From an optimization exercise on the open Yosys and OpenROAD flow, aimed at small area; shortcuts taken in it are not production practice. In this exercise RTL edits were held to simulation tests only and were not proved equivalent to the original. Power is estimated from default activity; no workload was simulated.

==> inputs of run G <==
==> flow/design.v <==
package clock_divider_pkg;
  localparam int CDM_MIN_DIV           = 2;
  localparam int CDM_DUTY_HALF         = 0;
  localparam int CDM_DEFAULT_NUM_CH    = 4;
  localparam int CDM_DEFAULT_CH_IDX_W  = 2;
  localparam int CDM_DEFAULT_DIV_WIDTH = 24;
  localparam int CDM_DEFAULT_DIV       = 12000000;
endpackage
module clock_divider_ch
#(
  parameter int DIV_WIDTH   = clock_divider_pkg::CDM_DEFAULT_DIV_WIDTH,
  parameter int DEFAULT_DIV = clock_divider_pkg::CDM_DEFAULT_DIV
) (
  input  logic                 clk,
  input  logic                 rst,
  input  logic                 en,
  input  logic                 sync,
  input  logic                 cfg_we,
  input  logic [DIV_WIDTH-1:0] cfg_h,
  input  logic [DIV_WIDTH-1:0] cfg_lm1,
  output logic                 div_out,
  output logic                 tick,
  output logic                 pending
);
  localparam int RST_DEFF = (DEFAULT_DIV < clock_divider_pkg::CDM_MIN_DIV) ?
                            clock_divider_pkg::CDM_MIN_DIV : DEFAULT_DIV;
  localparam logic [DIV_WIDTH-1:0] RST_H   = DIV_WIDTH'(RST_DEFF / 2);
  localparam logic [DIV_WIDTH-1:0] RST_LM1 = DIV_WIDTH'(RST_DEFF - RST_DEFF / 2 - 1);
  localparam logic [DIV_WIDTH-1:0] ONE     = DIV_WIDTH'(1);
  logic [DIV_WIDTH-1:0] r_h_act, r_l_act, r_sh_h, r_sh_l, r_cnt;
  logic                 r_div_out, r_tick, r_pending, r_park, r_first, r_dflt;
  logic [DIV_WIDTH-1:0] w_ld, w_dec, w_cnt_nxt;
  logic [DIV_WIDTH:0]   w_low0;
  logic                 w_hi_zero, w_is0, w_is1, w_is2, w_h1, w_l0, w_at_end, w_apply, w_run;
  logic                 w_sel_h, w_sel_l, w_div_nxt, w_tick_nxt;
  assign w_h1      = ~r_dflt & (r_h_act == ONE);
  assign w_l0      = ~r_dflt & (r_l_act == '0);
  always_comb begin
    w_low0[0] = 1'b1;
    for (int i = 0; i < DIV_WIDTH; i++) begin
      w_dec[i]    = r_cnt[i] ^ w_low0[i];
      w_low0[i+1] = w_low0[i] & ~r_cnt[i];
    end
  end
  assign w_hi_zero = ~|r_cnt[DIV_WIDTH-1:2];
  assign w_is0     = w_hi_zero & ~r_cnt[1] & ~r_cnt[0];
  assign w_is1     = w_hi_zero & ~r_cnt[1] &  r_cnt[0];
  assign w_is2     = w_hi_zero &  r_cnt[1] & ~r_cnt[0];
  assign w_at_end  = r_park | (~r_div_out & w_is0);
  assign w_apply   = r_pending & (w_at_end | sync);
  assign w_run     = en & ~sync;
  assign w_sel_h   = r_first & ~w_h1;
  assign w_sel_l   = r_first ? w_h1 : (r_div_out & w_is2);
  assign w_ld      = r_dflt ? (w_sel_h ? RST_H : RST_LM1) : (w_sel_h ? r_h_act : r_l_act);
  assign w_cnt_nxt = (w_sel_h | w_sel_l) ? w_ld : w_dec;
  always_comb begin
    w_div_nxt  = 1'b0;
    w_tick_nxt = 1'b0;
    if (w_run) begin
      if (w_at_end) begin
        w_div_nxt  = 1'b1;
      end else if (w_sel_l) begin
        w_tick_nxt = w_l0;
      end else begin
        w_div_nxt  = r_div_out;
        w_tick_nxt = ~r_div_out & w_is1;
      end
    end
  end
  always_ff @(posedge clk or posedge rst) begin
    if (rst) begin
      r_div_out <= 1'b0;
      r_tick    <= 1'b0;
      r_pending <= 1'b0;
      r_park    <= 1'b1;
      r_dflt    <= 1'b1;
    end else begin
      r_div_out <= w_div_nxt;
      r_tick    <= w_tick_nxt;
      r_park    <= ~w_run;
      if (w_apply) r_dflt <= 1'b0;
      if (cfg_we) r_pending <= 1'b1;
      else if (w_apply) r_pending <= 1'b0;
    end
  end
  always_ff @(posedge clk) begin
    r_cnt   <= w_cnt_nxt;
    r_first <= w_run & w_at_end;
    if (w_apply) begin
      r_h_act <= r_sh_h;
      r_l_act <= r_sh_l;
    end
    if (!r_pending) begin
      r_sh_h <= cfg_h;
      r_sh_l <= cfg_lm1;
    end
  end
  assign div_out = r_div_out;
  assign tick    = r_tick;
  assign pending = r_pending;
endmodule
module clock_divider_multi
#(
  parameter int NUM_CH      = clock_divider_pkg::CDM_DEFAULT_NUM_CH,
  parameter int CH_IDX_W    = clock_divider_pkg::CDM_DEFAULT_CH_IDX_W,
  parameter int DIV_WIDTH   = clock_divider_pkg::CDM_DEFAULT_DIV_WIDTH,
  parameter int DEFAULT_DIV = clock_divider_pkg::CDM_DEFAULT_DIV
) (
  input  logic                 clk,
  input  logic                 rst,
  input  logic [NUM_CH-1:0]    en,
  input  logic                 cfg_valid,
  output logic                 cfg_ready,
  input  logic [CH_IDX_W-1:0]  cfg_ch,
  input  logic [DIV_WIDTH-1:0] cfg_div,
  input  logic [DIV_WIDTH-1:0] cfg_high,
  input  logic                 sync_req,
  output logic                 sync_busy,
  output logic [NUM_CH-1:0]    div_out,
  output logic [NUM_CH-1:0]    tick,
  output logic [NUM_CH-1:0]    pending
);
  logic [31:0]          w_ch_ext;
  logic [NUM_CH-1:0]    w_sel;
  logic [NUM_CH-1:0]    w_we;
  logic                 w_sync;
  logic [DIV_WIDTH-1:0] w_d_eff, w_x, w_s, w_dm1, w_h, w_lm1;
  logic [DIV_WIDTH:0]   w_c, w_b;
  logic                 w_d_lt2, w_h_zero;
  assign w_d_lt2  = ~|cfg_div[DIV_WIDTH-1:1];
  assign w_d_eff  = w_d_lt2 ? DIV_WIDTH'(2) : cfg_div;
  assign w_h_zero = ~|cfg_high;
  assign w_x      = w_h_zero ? (w_d_eff >> 1) : cfg_high;
  always_comb begin
    w_c[0] = 1'b0;
    w_b[0] = 1'b1;
    for (int i = 0; i < DIV_WIDTH; i++) begin
      w_s[i]     = w_d_eff[i] ^ ~w_x[i] ^ w_c[i];
      w_c[i+1]   = (w_d_eff[i] & ~w_x[i]) | (w_c[i] & (w_d_eff[i] ^ ~w_x[i]));
      w_dm1[i]   = w_d_eff[i] ^ w_b[i];
      w_b[i+1]   = w_b[i] & ~w_d_eff[i];
    end
  end
  assign w_h   = w_c[DIV_WIDTH] ? w_x : w_dm1;
  assign w_lm1 = w_c[DIV_WIDTH] ? w_s : '0;
  assign w_ch_ext = 32'(cfg_ch);
  assign cfg_ready = ~|(w_sel & pending);
  assign sync_busy = sync_req;
  assign w_sync    = sync_req;
  for (genvar g = 0; g < NUM_CH; g++) begin : g_ch
    assign w_sel[g] = (w_ch_ext == 32'(g));
    assign w_we[g]  = cfg_valid & w_sel[g] & ~pending[g];
    clock_divider_ch #(
      .DIV_WIDTH  (DIV_WIDTH),
      .DEFAULT_DIV(DEFAULT_DIV)
    ) u_ch (
      .clk     (clk),
      .rst     (rst),
      .en      (en[g]),
      .sync    (w_sync),
      .cfg_we  (w_we[g]),
      .cfg_h   (w_h),
      .cfg_lm1 (w_lm1),
      .div_out (div_out[g]),
      .tick    (tick[g]),
      .pending (pending[g])
    );
  end
endmodule
==> flow/run.sh <==
#!/bin/bash
# synth_recipe.tcl (not shown) runs the flow's synth.tcl, then flattens the netlist and writes it again
# the make line also repeats each setting of config.mk as NAME=value (left out here)
make -C /OpenROAD-flow-scripts/flow DESIGN_CONFIG=/design/flow/config.mk WORK_HOME=/design/flow/orfs CLKGATE_MAP_FILE= SYNTH_SCRIPT=/design/flow/synth_recipe.tcl finish
==> flow/config.mk <==
export PLATFORM = sky130hd
export DESIGN_NAME = clock_divider_multi
export DESIGN_NICKNAME = clock_divider_multi
export VERILOG_FILES = /design/flow/design.v
export SDC_FILE = /design/flow/constraint.sdc
export NUM_CORES = 4
export LEC_CHECK = 0
export CAP_MARGIN = 20
export CORE_MARGIN = 2
export CORE_UTILIZATION = 40
export SLEW_MARGIN = 20
==> flow/constraint.sdc <==
create_clock -name core_clock -period 11.0 [get_ports {clk}]
set_input_delay 2.2000 -clock core_clock [delete_from_list [all_inputs] [get_ports {clk}]]
set_output_delay 2.2000 -clock core_clock [all_outputs]
set_load 0.01 [all_outputs]
==> inputs of run Y, as changes to run G <==
==> flow/design.v, changed modules only <==
module clock_divider_ch
#(
  parameter int DIV_WIDTH   = clock_divider_pkg::CDM_DEFAULT_DIV_WIDTH,
  parameter int DEFAULT_DIV = clock_divider_pkg::CDM_DEFAULT_DIV
) (
  input  logic                 clk,
  input  logic                 rst,
  input  logic                 en,
  input  logic                 sync,
  input  logic                 cfg_we,
  input  logic [DIV_WIDTH-1:0] cfg_h_n,
  input  logic [DIV_WIDTH-1:0] cfg_lm1_n,
  output logic                 div_out,
  output logic                 tick,
  output logic                 pending
);
  localparam int RST_DEFF = (DEFAULT_DIV < clock_divider_pkg::CDM_MIN_DIV) ?
                            clock_divider_pkg::CDM_MIN_DIV : DEFAULT_DIV;
  localparam logic [DIV_WIDTH-1:0] RST_H     = DIV_WIDTH'(RST_DEFF / 2);
  localparam logic [DIV_WIDTH-1:0] RST_LM1   = DIV_WIDTH'(RST_DEFF - RST_DEFF / 2 - 1);
  localparam logic [DIV_WIDTH-1:0] ONE       = DIV_WIDTH'(1);
  localparam logic [DIV_WIDTH-1:0] RST_H_N   = ~RST_H;
  localparam logic [DIV_WIDTH-1:0] RST_LM1_N = ~RST_LM1;
  localparam logic [DIV_WIDTH-1:0] ONE_N     = ~ONE;
  logic [DIV_WIDTH-1:0] r_h_act, r_l_act, r_sh_h, r_sh_l, r_cnt;
  logic                 r_div_out, r_tick, r_pending, r_park, r_first, r_dflt;
  logic [DIV_WIDTH-1:0] w_dec, w_cnt_nxt;
  logic [DIV_WIDTH:0]   w_c;
  logic                 w_hi_zero, w_is0, w_is1, w_is2, w_h1, w_l0, w_at_end, w_apply, w_run;
  logic                 w_sel_h, w_sel_l, w_s_h, w_s_l, w_s_kh, w_s_kl, w_s_dec, w_div_nxt, w_tick_nxt;
  assign w_h1      = ~r_dflt & (r_h_act == ONE_N);
  assign w_l0      = ~r_dflt & (&r_l_act);
  always_comb begin
    w_c[0] = 1'b1;
    for (int i = 0; i < DIV_WIDTH; i++) begin
      w_dec[i]  = r_cnt[i] ^ w_c[i];
      w_c[i+1]  = w_c[i] & r_cnt[i];
    end
  end
  assign w_hi_zero = &r_cnt[DIV_WIDTH-1:2];
  assign w_is0     = w_hi_zero &  r_cnt[1] &  r_cnt[0];
  assign w_is1     = w_hi_zero &  r_cnt[1] & ~r_cnt[0];
  assign w_is2     = w_hi_zero & ~r_cnt[1] &  r_cnt[0];
  assign w_at_end  = r_park | (~r_div_out & w_is0);
  assign w_apply   = r_pending & (w_at_end | sync);
  assign w_run     = en & ~sync;
  assign w_sel_h   = r_first & ~w_h1;
  assign w_sel_l   = r_first ? w_h1 : (r_div_out & w_is2);
  assign w_s_h     = w_sel_h & ~r_dflt;
  assign w_s_l     = w_sel_l & ~r_dflt;
  assign w_s_kh    = w_sel_h & r_dflt;
  assign w_s_kl    = w_sel_l & r_dflt;
  assign w_s_dec   = ~(w_sel_h | w_sel_l);
  assign w_cnt_nxt = ({DIV_WIDTH{w_s_h}}  & r_h_act)   | ({DIV_WIDTH{w_s_l}}  & r_l_act) |
                     ({DIV_WIDTH{w_s_kh}} & RST_H_N)   | ({DIV_WIDTH{w_s_kl}} & RST_LM1_N) |
                     ({DIV_WIDTH{w_s_dec}} & w_dec);
  always_comb begin
    w_div_nxt  = 1'b0;
    w_tick_nxt = 1'b0;
    if (w_run) begin
      if (w_at_end) begin
        w_div_nxt  = 1'b1;
      end else if (w_sel_l) begin
        w_tick_nxt = w_l0;
      end else begin
        w_div_nxt  = r_div_out;
        w_tick_nxt = ~r_div_out & w_is1;
      end
    end
  end
  always_ff @(posedge clk or posedge rst) begin
    if (rst) begin
      r_div_out <= 1'b0;
      r_tick    <= 1'b0;
      r_pending <= 1'b0;
      r_park    <= 1'b1;
      r_dflt    <= 1'b1;
    end else begin
      r_div_out <= w_div_nxt;
      r_tick    <= w_tick_nxt;
      r_park    <= ~w_run;
      if (w_apply) r_dflt <= 1'b0;
      if (cfg_we) r_pending <= 1'b1;
      else if (w_apply) r_pending <= 1'b0;
    end
  end
  always_ff @(posedge clk) begin
    r_cnt   <= w_cnt_nxt;
    r_first <= w_run & w_at_end;
    if (w_apply) begin
      r_h_act <= r_sh_h;
      r_l_act <= r_sh_l;
    end
    if (!r_pending) begin
      r_sh_h <= cfg_h_n;
      r_sh_l <= cfg_lm1_n;
    end
  end
  assign div_out = r_div_out;
  assign tick    = r_tick;
  assign pending = r_pending;
endmodule
module clock_divider_multi
#(
  parameter int NUM_CH      = clock_divider_pkg::CDM_DEFAULT_NUM_CH,
  parameter int CH_IDX_W    = clock_divider_pkg::CDM_DEFAULT_CH_IDX_W,
  parameter int DIV_WIDTH   = clock_divider_pkg::CDM_DEFAULT_DIV_WIDTH,
  parameter int DEFAULT_DIV = clock_divider_pkg::CDM_DEFAULT_DIV
) (
  input  logic                 clk,
  input  logic                 rst,
  input  logic [NUM_CH-1:0]    en,
  input  logic                 cfg_valid,
  output logic                 cfg_ready,
  input  logic [CH_IDX_W-1:0]  cfg_ch,
  input  logic [DIV_WIDTH-1:0] cfg_div,
  input  logic [DIV_WIDTH-1:0] cfg_high,
  input  logic                 sync_req,
  output logic                 sync_busy,
  output logic [NUM_CH-1:0]    div_out,
  output logic [NUM_CH-1:0]    tick,
  output logic [NUM_CH-1:0]    pending
);
  logic [31:0]          w_ch_ext;
  logic [NUM_CH-1:0]    w_sel;
  logic [NUM_CH-1:0]    w_we;
  logic                 w_sync;
  logic [DIV_WIDTH-1:0] w_d_eff, w_x, w_s, w_dm1, w_h, w_lm1;
  logic [DIV_WIDTH:0]   w_c, w_b;
  logic                 w_d_lt2, w_h_zero;
  assign w_d_lt2  = ~|cfg_div[DIV_WIDTH-1:1];
  assign w_d_eff  = w_d_lt2 ? DIV_WIDTH'(2) : cfg_div;
  assign w_h_zero = ~|cfg_high;
  assign w_x      = w_h_zero ? (w_d_eff >> 1) : cfg_high;
  localparam int BLK  = 4;
  localparam int NBLK = (DIV_WIDTH + BLK - 1) / BLK;
  logic [DIV_WIDTH-1:0] w_p, w_g;
  logic [NBLK:0]        w_bc;
  logic [NBLK-1:0]      w_bg, w_bp;
  always_comb begin
    w_b[0] = 1'b1;
    for (int i = 0; i < DIV_WIDTH; i++) begin
      w_dm1[i]   = w_d_eff[i] ^ w_b[i];
      w_b[i+1]   = w_b[i] & ~w_d_eff[i];
      w_p[i]     = w_d_eff[i] ^ ~w_x[i];
      w_g[i]     = w_d_eff[i] & ~w_x[i];
    end
    for (int k = 0; k < NBLK; k++) begin
      w_bg[k] = 1'b0;
      w_bp[k] = 1'b1;
      for (int j = 0; j < BLK; j++) begin
        if (k * BLK + j < DIV_WIDTH) begin
          w_bg[k] = w_g[k*BLK+j] | (w_p[k*BLK+j] & w_bg[k]);
          w_bp[k] = w_bp[k] & w_p[k*BLK+j];
        end
      end
    end
    w_bc[0] = 1'b0;
    for (int k = 0; k < NBLK; k++)
      w_bc[k+1] = w_bg[k] | (w_bp[k] & w_bc[k]);
    for (int i = 0; i < DIV_WIDTH; i++) begin
      if (i % BLK == 0) w_c[i] = w_bc[i / BLK];
      w_s[i]   = w_p[i] ^ w_c[i];
      w_c[i+1] = w_g[i] | (w_p[i] & w_c[i]);
    end
    w_c[DIV_WIDTH] = w_bc[NBLK];
  end
  assign w_h   = w_c[DIV_WIDTH] ? w_x : w_dm1;
  assign w_lm1 = w_c[DIV_WIDTH] ? w_s : '0;
  assign w_ch_ext = 32'(cfg_ch);
  assign cfg_ready = ~|(w_sel & pending);
  assign sync_busy = sync_req;
  assign w_sync    = sync_req;
  for (genvar g = 0; g < NUM_CH; g++) begin : g_ch
    assign w_sel[g] = (w_ch_ext == 32'(g));
    assign w_we[g]  = cfg_valid & w_sel[g] & ~pending[g];
    clock_divider_ch #(
      .DIV_WIDTH  (DIV_WIDTH),
      .DEFAULT_DIV(DEFAULT_DIV)
    ) u_ch (
      .clk     (clk),
      .rst     (rst),
      .en      (en[g]),
      .sync    (w_sync),
      .cfg_we  (w_we[g]),
      .cfg_h_n  (~w_h),
      .cfg_lm1_n(~w_lm1),
      .div_out (div_out[g]),
      .tick    (tick[g]),
      .pending (pending[g])
    );
  end
endmodule
==> flow/flow/run.sh (new file) <==
#!/bin/bash
# The standard layout, with the port buffers made of the smallest buffer cell.
set -e
export BUFFER_PORTS_ARGS="-buffer_cell sky130_fd_sc_hd__buf_1"
bash standard.sh > standard.log 2>&1
==> flow/standard.sh (new file) <==
#!/bin/bash
# synth_recipe.tcl (not shown) runs the flow's synth.tcl, then flattens the netlist and writes it again
# the make line also repeats each setting of config.mk as NAME=value (left out here)
make -C /OpenROAD-flow-scripts/flow DESIGN_CONFIG=/design/flow/config.mk WORK_HOME=/design/flow/orfs CLKGATE_MAP_FILE= SYNTH_SCRIPT=/design/flow/synth_recipe.tcl "${@:-finish}"
Settings changed: CORE_UTILIZATION 40 to 65, CTS_BUF_LIST from default to sky130_fd_sc_hd__clkbuf_8, CTS_CLUSTER_DIAMETER from default to 40, CTS_CLUSTER_SIZE from default to 20.
removed: flow/run.sh
==> flow_metrics.py <==
metrics = {
    "timing": {
        "setup_ws_ns": -0.4032,
        "setup_violations": 192,
        "whs_ns": 0.4187,
    },
    "critical_path": {
        "critPathMaxFanout": 9,
    },
    "status": {
        "status": "complete, but fails checks",
        "violatedChecks": "negative setup slack",
    },
    "power": {
        "p_seq_share_pct": 52.4,
    },
}
(the above is from run G)
==> flow_metrics.py <==
metrics = {
    "logic_synthesis": {
        "avgSynthCellArea_sq_um": 14.47,
    },
    "detailed_routing": {
        "wl_met3_mm": 3.779,
        "top_layer": "met4",
    },
    "timing": {
        "setup_ws_ns": 3.347,
        "setup_violations": 0,
    },
    "status": {
        "status": "no timing/DRC/antenna violations",
    },
    "critical_path": {
        "critPathMaxFanout": 4,
    },
    "power": {
        "power_mw": 4.167,
    },
}
(the above is from run Y)

==> re-timing with driven ports <==
No port has a modelled driver above. Below, the same layouts with a new extraction and two added sets of constraints. Step 1 (the two cells are an assumption about what drives the block):
set clk [get_ports {clk}]
set_driving_cell -lib_cell sky130_fd_sc_hd__clkbuf_16 $clk
set_driving_cell -lib_cell sky130_fd_sc_hd__buf_2 [delete_from_list [all_inputs] $clk]
Step 2, shift: input delay + t, output delay - t, t = (earliest + latest rising clock arrival at the registers) / 2. This alone moves slack from input paths to output paths. a / b / c = ideal / step 1 / step 2; a / b = the first two.
run	t, ns	setup slack, ns	hold WS [ns]	cell pins on the clock port's net
run G	0.649	-0.403 / -0.367 / -1.017	0.419 / 0.419 / 0.419	1
run Y	0.649	3.347 / 3.376 / 2.727	0.406 / 0.406 / 0.406	1
For run Y, which loses most, drivers alone change the setup slack by +0.029 ns; drivers and shift together by -0.620 ns.
